This design comes from an exercise in tuning for small area on the open sky130 flow, not from production work. In this exercise RTL edits were held to simulation tests only and were not proved equivalent to the original. Power figures rest on the tool's default switching activity, not on a simulated workload.

==> trial 88 <==
==> flow/design.v (excerpt) <==
module core_btb (
  input  logic        clk,
  input  logic        rst,
  input  logic [31:0] pc_in,
  input  logic        pc_go,
  input  logic        update_v,
  input  logic [31:0] update_pc,
  input  logic [31:0] update_target,
  input  logic [1:0]  update_type,
  input  logic        update_taken,
  input  logic        update_kill,
  output logic        btb_v,
  output logic [1:0]  btb_type,
  output logic [31:0] btb_target,
  output logic [31:0] ras_target
);
Settings: LEC_CHECK=0, CAP_MARGIN=20, CORE_MARGIN=2, CORE_UTILIZATION=40, SLEW_MARGIN=20; clock period 6.5 ns.
standard.sh (not shown) runs the stock make flow with config.mk's settings and CLKGATE_MAP_FILE= SYNTH_SCRIPT=/design/flow/synth_recipe.tcl, a recipe that flattens the netlist after the stock synthesis.
==> flow/flow/run.sh <==
#!/bin/bash
set -euo pipefail
here=$(pwd)
rm -rf "$here/scripts_local"
cp -r "$FLOW_HOME/scripts" "$here/scripts_local"
cp "$here/flow/abc.script" "$here/scripts_local/abc_speed.script"
export SCRIPTS_DIR="$here/scripts_local"
export BUFFER_PORTS_ARGS="-buffer_cell sky130_fd_sc_hd__buf_2"
export CTS_ARGS="-sink_clustering_enable -repair_clock_nets -dont_use_dummy_load"
bash standard.sh > "$here/orfs_make.log" 2>&1
==> flow/flow/abc.script <==
&get -n
&st
&dch
&nf
&put
topo
==> inputs of trial 97, as changes to trial 88 <==
==> flow/flow/run.sh (replaced) <==
#!/bin/bash
# Own layout flow: the standard ORFS flow (standard.sh) with these changes:
#  - Yosys's ABC mapping script is replaced by a delay-oriented mapping without ORFS's extra
#    restructuring rounds and buffering (flow/abc.script); registers map exactly as in the
#    standard synthesis, which only runs ABC on the combinational logic;
#  - every input and output port still gets a buffer, but a plain buf_2 instead of the clock
#    delay cell buffer_ports picks by default;
#  - clock tree synthesis uses clkbuf_8 buffers, sink clusters of up to 16 flip-flops within
#    60 um, and no dummy loads.
# All make/ORFS output goes to orfs_make.log here and ORFS's own logs under orfs/logs.
# Own layout flow: the standard ORFS flow (standard.sh) with three changes:
#  - Yosys's ABC mapping script is replaced by a delay-oriented mapping without ORFS's extra
#    restructuring rounds and buffering (flow/abc.script); registers map exactly as in the
#    standard synthesis, which only runs ABC on the combinational logic;
#  - every input and output port still gets a buffer, but a plain buf_2 instead of the clock
#    delay cell buffer_ports picks by default;
#  - clock tree synthesis runs with ORFS's arguments plus -dont_use_dummy_load.
# All make/ORFS output goes to orfs_make.log here and ORFS's own logs under orfs/logs.
set -euo pipefail
here=$(pwd)
rm -rf "$here/scripts_local"
cp -r "$FLOW_HOME/scripts" "$here/scripts_local"
cp "$here/flow/abc.script" "$here/scripts_local/abc_speed.script"
export SCRIPTS_DIR="$here/scripts_local"
export BUFFER_PORTS_ARGS="-buffer_cell sky130_fd_sc_hd__buf_2"
export CTS_ARGS="-sink_clustering_enable -repair_clock_nets -dont_use_dummy_load -buf_list sky130_fd_sc_hd__clkbuf_8 -sink_clustering_size 16 -sink_clustering_max_diameter 60"
bash standard.sh > "$here/orfs_make.log" 2>&1
==> inputs of trial 49, as changes to trial 88 <==
==> flow/run.sh (new file) <==
#!/bin/bash
# synth_recipe.tcl (not shown) runs the flow's synth.tcl, then flattens the netlist and writes it again
# the make line also repeats each setting of config.mk as NAME=value (left out here)
make -C /OpenROAD-flow-scripts/flow DESIGN_CONFIG=/design/flow/config.mk WORK_HOME=/design/flow/orfs CLKGATE_MAP_FILE= SYNTH_SCRIPT=/design/flow/synth_recipe.tcl finish
--- a/flow/config.mk
+++ b/flow/config.mk
@@ -5,7 +5,8 @@
 export SDC_FILE = /design/flow/constraint.sdc
 export NUM_CORES = 4
 export LEC_CHECK = 0
-export CAP_MARGIN = 20
+export CAP_MARGIN = 0
 export CORE_MARGIN = 2
 export CORE_UTILIZATION = 40
-export SLEW_MARGIN = 20
+export CTS_BUF_LIST = sky130_fd_sc_hd__clkbuf_4 sky130_fd_sc_hd__clkbuf_8
+export SLEW_MARGIN = 0
removed: flow/flow/run.sh
removed: flow/flow/abc.script
removed: flow/standard.sh
==> inputs of build 66, as changes to trial 88 <==
==> flow/flow/run.sh (replaced) <==
#!/bin/bash
# Own layout flow: the standard ORFS flow (standard.sh) with these changes:
#  - Yosys's ABC mapping script is replaced by a delay-oriented mapping without ORFS's extra
#    restructuring rounds and buffering (flow/abc.script); registers map exactly as in the
#    standard synthesis, which only runs ABC on the combinational logic;
#  - every input and output port still gets a buffer, but a plain buf_2 instead of the clock
#    delay cell buffer_ports picks by default;
#  - clock tree synthesis uses clkbuf_8 buffers, sink clusters of up to 16 flip-flops within
#    60 um, and no dummy loads.
# All make/ORFS output goes to orfs_make.log here and ORFS's own logs under orfs/logs.
# Own layout flow: the standard ORFS flow (standard.sh) with three changes:
#  - Yosys's ABC mapping script is replaced by a delay-oriented mapping without ORFS's extra
#    restructuring rounds and buffering (flow/abc.script); registers map exactly as in the
#    standard synthesis, which only runs ABC on the combinational logic;
#  - every input and output port still gets a buffer, but a plain buf_2 instead of the clock
#    delay cell buffer_ports picks by default;
#  - clock tree synthesis runs with ORFS's arguments plus -dont_use_dummy_load.
# All make/ORFS output goes to orfs_make.log here and ORFS's own logs under orfs/logs.
set -euo pipefail
here=$(pwd)
rm -rf "$here/scripts_local"
cp -r "$FLOW_HOME/scripts" "$here/scripts_local"
cp "$here/flow/abc.script" "$here/scripts_local/abc_speed.script"
export SCRIPTS_DIR="$here/scripts_local"
export BUFFER_PORTS_ARGS="-buffer_cell sky130_fd_sc_hd__buf_2"
export CTS_ARGS="-sink_clustering_enable -repair_clock_nets -dont_use_dummy_load -buf_list sky130_fd_sc_hd__clkbuf_8 -sink_clustering_size 16 -sink_clustering_max_diameter 60"
bash standard.sh > "$here/orfs_make.log" 2>&1
--- a/flow/config.mk
+++ b/flow/config.mk
@@ -8,4 +8,5 @@
 export CAP_MARGIN = 20
 export CORE_MARGIN = 2
 export CORE_UTILIZATION = 40
+export PLACE_DENSITY = 0.75
 export SLEW_MARGIN = 20
==> impl_results.md <==
- Critical Path Slowest Stage Cell: a222oi_1
- Crit path DAT: 4.99 ns
- Total power: 14.6 mW
- Met3 Use GR: 5.00%
- DR vias/cell: 6.36
- Status: no timing/DRC/antenna violations
- CTS-repair resized insts: 0
- Syn_nets: 2956
The numbers above come from trial 88.

==> impl_results.md <==
- Met3 Use GR: 7.24%
- CTS-repair resized insts: 36
- Status: no timing/DRC/antenna violations
- Total power: 15.8 mW
The numbers above come from trial 49.

==> impl_results.md <==
- Status: no timing/DRC/antenna violations
- Met3 Use GR: 4.98%
- Critical Path Slowest Stage Cell: a222oi_1
- CTS-repair resized insts: 0
- Crit path DAT: 5.01 ns
- DR vias/cell: 6.35
- Total power: 12.5 mW
- Syn_nets: 2956
The numbers above come from trial 97.

==> impl_results.md <==
- Status: no timing/DRC/antenna violations
- Worst Hold Path EP: r_valid[15]
- Syn_nets: 2956
- Critical Path Slowest Stage Cell: nor3b_4
- DR vias/cell: 6.56
- Crit path DAT: 5.06 ns
- CTS-repair resized insts: 0
- Total power: 12.3 mW
The numbers above come from build 66.



==> inputs of run D <==
==> flow/design.v <==
module core_btb (
  input  logic        clk,
  input  logic        rst,
  input  logic [31:0] pc_in,
  input  logic        pc_go,
  input  logic        update_v,
  input  logic [31:0] update_pc,
  input  logic [31:0] update_target,
  input  logic [1:0]  update_type,
  input  logic        update_taken,
  input  logic        update_kill,
  output logic        btb_v,
  output logic [1:0]  btb_type,
  output logic [31:0] btb_target,
  output logic [31:0] ras_target
);
  localparam logic [1:0] BR  = 2'b00;
  localparam logic [1:0] JAL = 2'b10;
  localparam logic [1:0] JR  = 2'b11;
  logic [15:0] r_valid;
  logic [25:0] r_tag    [16];
  logic [1:0]  r_type   [16];
  logic [1:0]  r_ctr    [16];
  logic [31:0] r_target [16];
  logic [31:0] r_stack  [4];
  logic [1:0]  r_top;
  logic [2:0]  r_cnt;
  logic        w_unused;
  assign w_unused = &{1'b0, pc_in[1:0], update_pc[1:0]};
  logic [15:0] w_sel, w_usel;
  always_comb begin
    for (int i = 0; i < 16; i++) begin
      w_sel[i]  = (pc_in[5:2] == 4'(i));
      w_usel[i] = (update_pc[5:2] == 4'(i));
    end
  end
  logic [25:0] w_tag;
  logic [1:0]  w_type;
  logic        w_ctr1;
  logic [31:0] w_target;
  logic        w_valid;
  always_comb begin
    w_tag = '0; w_type = '0; w_ctr1 = 1'b0; w_target = '0; w_valid = 1'b0;
    for (int i = 0; i < 16; i++) begin
      w_tag    = w_tag    | ({26{w_sel[i]}} & r_tag[i]);
      w_type   = w_type   | ({2{w_sel[i]}}  & r_type[i]);
      w_ctr1   = w_ctr1   | (w_sel[i] & r_ctr[i][1]);
      w_target = w_target | ({32{w_sel[i]}} & r_target[i]);
      w_valid  = w_valid  | (w_sel[i] & r_valid[i]);
    end
  end
  logic [25:0] w_utag;
  logic [1:0]  w_uctr;
  logic        w_uvalid;
  always_comb begin
    w_utag = '0; w_uctr = '0; w_uvalid = 1'b0;
    for (int i = 0; i < 16; i++) begin
      w_utag   = w_utag   | ({26{w_usel[i]}} & r_tag[i]);
      w_uctr   = w_uctr   | ({2{w_usel[i]}}  & r_ctr[i]);
      w_uvalid = w_uvalid | (w_usel[i] & r_valid[i]);
    end
  end
  logic w_hit, w_nonempty, w_push, w_pop;
  assign w_hit      = w_valid && (w_tag == pc_in[31:6]);
  assign w_nonempty = (r_cnt != 3'd0);
  assign w_push     = pc_go && w_hit && (w_type == JAL);
  assign w_pop      = pc_go && w_hit && (w_type == JR) && w_nonempty;
  assign btb_type   = w_hit ? w_type : 2'b00;
  assign btb_target = w_hit ? w_target : 32'h0;
  assign btb_v      = w_hit && (w_type[0] ? (w_type[1] ? w_nonempty : 1'b1)
                                          : (w_type[1] ? 1'b1 : w_ctr1));
  always_comb begin
    ras_target = '0;
    for (int k = 0; k < 4; k++)
      ras_target = ras_target | ({32{w_nonempty && (r_top == 2'(k))}} & r_stack[k]);
  end
  logic w_umatch, w_br, w_upd, w_alloc_ok, w_data_we, w_ctr_we;
  logic [1:0] w_ctr_new;
  assign w_umatch   = w_uvalid && (w_utag == update_pc[31:6]);
  assign w_br       = (update_type == BR);
  assign w_upd      = !update_kill && update_v;
  assign w_alloc_ok = w_upd && (!w_br || update_taken);
  assign w_data_we  = w_alloc_ok || (w_upd && w_umatch);
  assign w_ctr_we   = w_upd && w_br && (w_umatch || update_taken);
  always_comb begin
    if (!w_umatch)                            w_ctr_new = 2'b10;
    else if (update_taken && w_uctr != 2'b11)  w_ctr_new = w_uctr + 2'b01;
    else if (!update_taken && w_uctr != 2'b00) w_ctr_new = w_uctr - 2'b01;
    else                                       w_ctr_new = w_uctr;
  end
  always_ff @(posedge clk) begin
    for (int i = 0; i < 16; i++) begin
      if (w_alloc_ok && w_usel[i]) r_tag[i] <= update_pc[31:6];
      if (w_data_we && w_usel[i]) begin
        r_type[i]   <= update_type;
        r_target[i] <= update_target;
      end
      if (rst) begin
        r_valid[i] <= 1'b0;
        r_ctr[i]   <= 2'b00;
      end else begin
        if ((update_kill || w_alloc_ok) && w_usel[i]) r_valid[i] <= !update_kill;
        if (w_ctr_we && w_usel[i])                    r_ctr[i]   <= w_ctr_new;
      end
    end
  end
  logic [1:0] w_top_inc;
  logic       w_full;
  assign w_top_inc = r_top + 2'd1;
  assign w_full    = r_cnt[2];
  always_ff @(posedge clk) begin
    for (int k = 0; k < 4; k++)
      if (w_top_inc == 2'(k) && (w_push || !w_full)) r_stack[k] <= pc_in + 32'd4;
    if (rst) begin
      r_top <= 2'd0;
      r_cnt <= 3'd0;
    end else if (w_push) begin
      r_top <= w_top_inc;
      if (!w_full) r_cnt <= r_cnt + 3'd1;
    end else if (w_pop) begin
      r_top <= r_top - 2'd1;
      r_cnt <= r_cnt - 3'd1;
    end
  end
endmodule
==> flow/flow/run.sh <==
#!/bin/bash
# Own layout flow: the standard ORFS flow (standard.sh) with these changes:
#  - Yosys's ABC mapping script is replaced by a delay-oriented mapping without ORFS's extra
#    restructuring rounds and buffering (flow/abc.script); registers map exactly as in the
#    standard synthesis, which only runs ABC on the combinational logic;
#  - every input and output port still gets a buffer, but a plain buf_2 instead of the clock
#    delay cell buffer_ports picks by default;
#  - clock tree synthesis uses clkbuf_8 buffers, sink clusters of up to 16 flip-flops within
#    60 um, and no dummy loads.
# All make/ORFS output goes to orfs_make.log here and ORFS's own logs under orfs/logs.
# Own layout flow: the standard ORFS flow (standard.sh) with three changes:
#  - Yosys's ABC mapping script is replaced by a delay-oriented mapping without ORFS's extra
#    restructuring rounds and buffering (flow/abc.script); registers map exactly as in the
#    standard synthesis, which only runs ABC on the combinational logic;
#  - every input and output port still gets a buffer, but a plain buf_2 instead of the clock
#    delay cell buffer_ports picks by default;
#  - clock tree synthesis runs with ORFS's arguments plus -dont_use_dummy_load.
# All make/ORFS output goes to orfs_make.log here and ORFS's own logs under orfs/logs.
set -euo pipefail
here=$(pwd)
rm -rf "$here/scripts_local"
cp -r "$FLOW_HOME/scripts" "$here/scripts_local"
cp "$here/flow/abc.script" "$here/scripts_local/abc_speed.script"
export SCRIPTS_DIR="$here/scripts_local"
export REMOVE_ABC_BUFFERS=1
export BUFFER_PORTS_ARGS="-buffer_cell sky130_fd_sc_hd__buf_2"
export CTS_ARGS="-sink_clustering_enable -repair_clock_nets -dont_use_dummy_load -buf_list sky130_fd_sc_hd__clkbuf_8 -sink_clustering_size 16 -sink_clustering_max_diameter 60"
bash standard.sh > "$here/orfs_make.log" 2>&1
==> flow/flow/abc.script <==
&get -n
&st
&dch
&nf
&put
topo
==> flow/standard.sh <==
#!/bin/bash
# synth_recipe.tcl (not shown) runs the flow's synth.tcl, then flattens the netlist and writes it again
# the make line also repeats each setting of config.mk as NAME=value (left out here)
make -C /OpenROAD-flow-scripts/flow DESIGN_CONFIG=/design/flow/config.mk WORK_HOME=/design/flow/orfs CLKGATE_MAP_FILE= SYNTH_SCRIPT=/design/flow/synth_recipe.tcl "${@:-finish}"
==> flow/config.mk <==
export PLATFORM = sky130hd
export DESIGN_NAME = core_btb
export DESIGN_NICKNAME = core_btb
export VERILOG_FILES = /design/flow/design.v
export SDC_FILE = /design/flow/constraint.sdc
export NUM_CORES = 4
export LEC_CHECK = 0
export CAP_MARGIN = 20
export CORE_MARGIN = 2
export CORE_UTILIZATION = 40
export SLEW_MARGIN = 20
==> flow/constraint.sdc <==
create_clock -name core_clock -period 6.5 [get_ports {clk}]
set_input_delay 1.3000 -clock core_clock [delete_from_list [all_inputs] [get_ports {clk}]]
set_output_delay 1.3000 -clock core_clock [all_outputs]
set_load 0.01 [all_outputs]
==> run X (differences from run D) <==
==> flow/run.sh (new file) <==
#!/bin/bash
# synth_recipe.tcl (not shown) runs the flow's synth.tcl, then flattens the netlist and writes it again
# the make line also repeats each setting of config.mk as NAME=value (left out here)
make -C /OpenROAD-flow-scripts/flow DESIGN_CONFIG=/design/flow/config.mk WORK_HOME=/design/flow/orfs CLKGATE_MAP_FILE= SYNTH_SCRIPT=/design/flow/synth_recipe.tcl finish
removed: flow/flow/run.sh
removed: flow/flow/abc.script
removed: flow/standard.sh
==> results.txt <==
CP delay by family, top=simple AND/OR/NAND/NOR gates; Max VDD drop=0.000185 V; Fin Hold WS=498 ps; commonest non-fill, non-tap cells in the layout=edfxtp_1 (1088), nand2_1 (429), a22oi_1 (267); Die W=338 um; signal buffers share of area=0.0528; status=no timing/DRC/antenna violations; Die Span Y=338 um; Synth Area in XOR/XNOR=0.00842; r2r startpoint=r_tag[1][25]$_DFFE_PP_
-- figures above: run D

==> results.txt <==
signal buffers share of area=0.0906; Max VDD drop=0.000297 V; Comb group=1.26 mW; gr ovfl total=0; Die W=354 um; CP delay by family, top=buffers and inverters; status=no timing/DRC/antenna violations; commonest non-fill, non-tap cells in the layout=edfxtp_1 (1088), buf_4 (339), a22oi_1 (268); r2r startpoint=r_tag[12][21]$_DFFE_PP_; Fin Hold WS=480 ps; Synth Area in XOR/XNOR=0.00607
-- figures above: run X

## afterwards: timing with drivers on the ports
The flow's constraints put no driver on any port. The routed layouts listed below were extracted and timed again, unchanged, in two steps. Step 1 assumes that a clkbuf_16 drives the clock port and a buf_2 every other input. Step 2 moves the port delays by t, midway between the first and last clock arrival at a register: inputs arrive t later, outputs are due t later. That takes back most of the time a late clock gives input paths. Slacks: ideal / step 1 / step 2; pairs: ideal / step 1.
| run | t (ns) | slack for setup (ns) | hold WS [ns] | clock arrival spread, ns | worst slew at a driven data input, ns |
|---|---|---|---|---|---|
| trial 88 | 0.759 | 0.206 / 0.179 / 0.083 | 0.500 / 0.500 / 0.500 | 0.077 / 0.078 | 0.18 |
| trial 97 | 0.819 | 0.195 / 0.168 / 0.168 | 0.506 / 0.506 / 0.506 | 0.138 / 0.139 | 0.16 |
| trial 49 | 0.993 | 0.072 / 0.047 / 0.047 | 0.476 / 0.476 / 0.476 | 0.070 / 0.071 | 0.17 |
| build 66 | 0.780 | 0.141 / 0.116 / 0.116 | 0.502 / 0.502 / 0.502 | 0.129 / 0.129 | 0.17 |
| run D | 0.818 | 0.179 / 0.159 / 0.149 | 0.498 / 0.498 / 0.498 | 0.086 / 0.086 | 0.15 |
| run X | 0.799 | 0.200 / 0.175 / 0.175 | 0.480 / 0.480 / 0.480 | 0.040 / 0.040 | 0.17 |
After both steps setup and hold are still met in every run listed. The setup slack of trial 88, which loses most, moves by -0.027 ns with the drivers and by -0.123 ns with both steps.
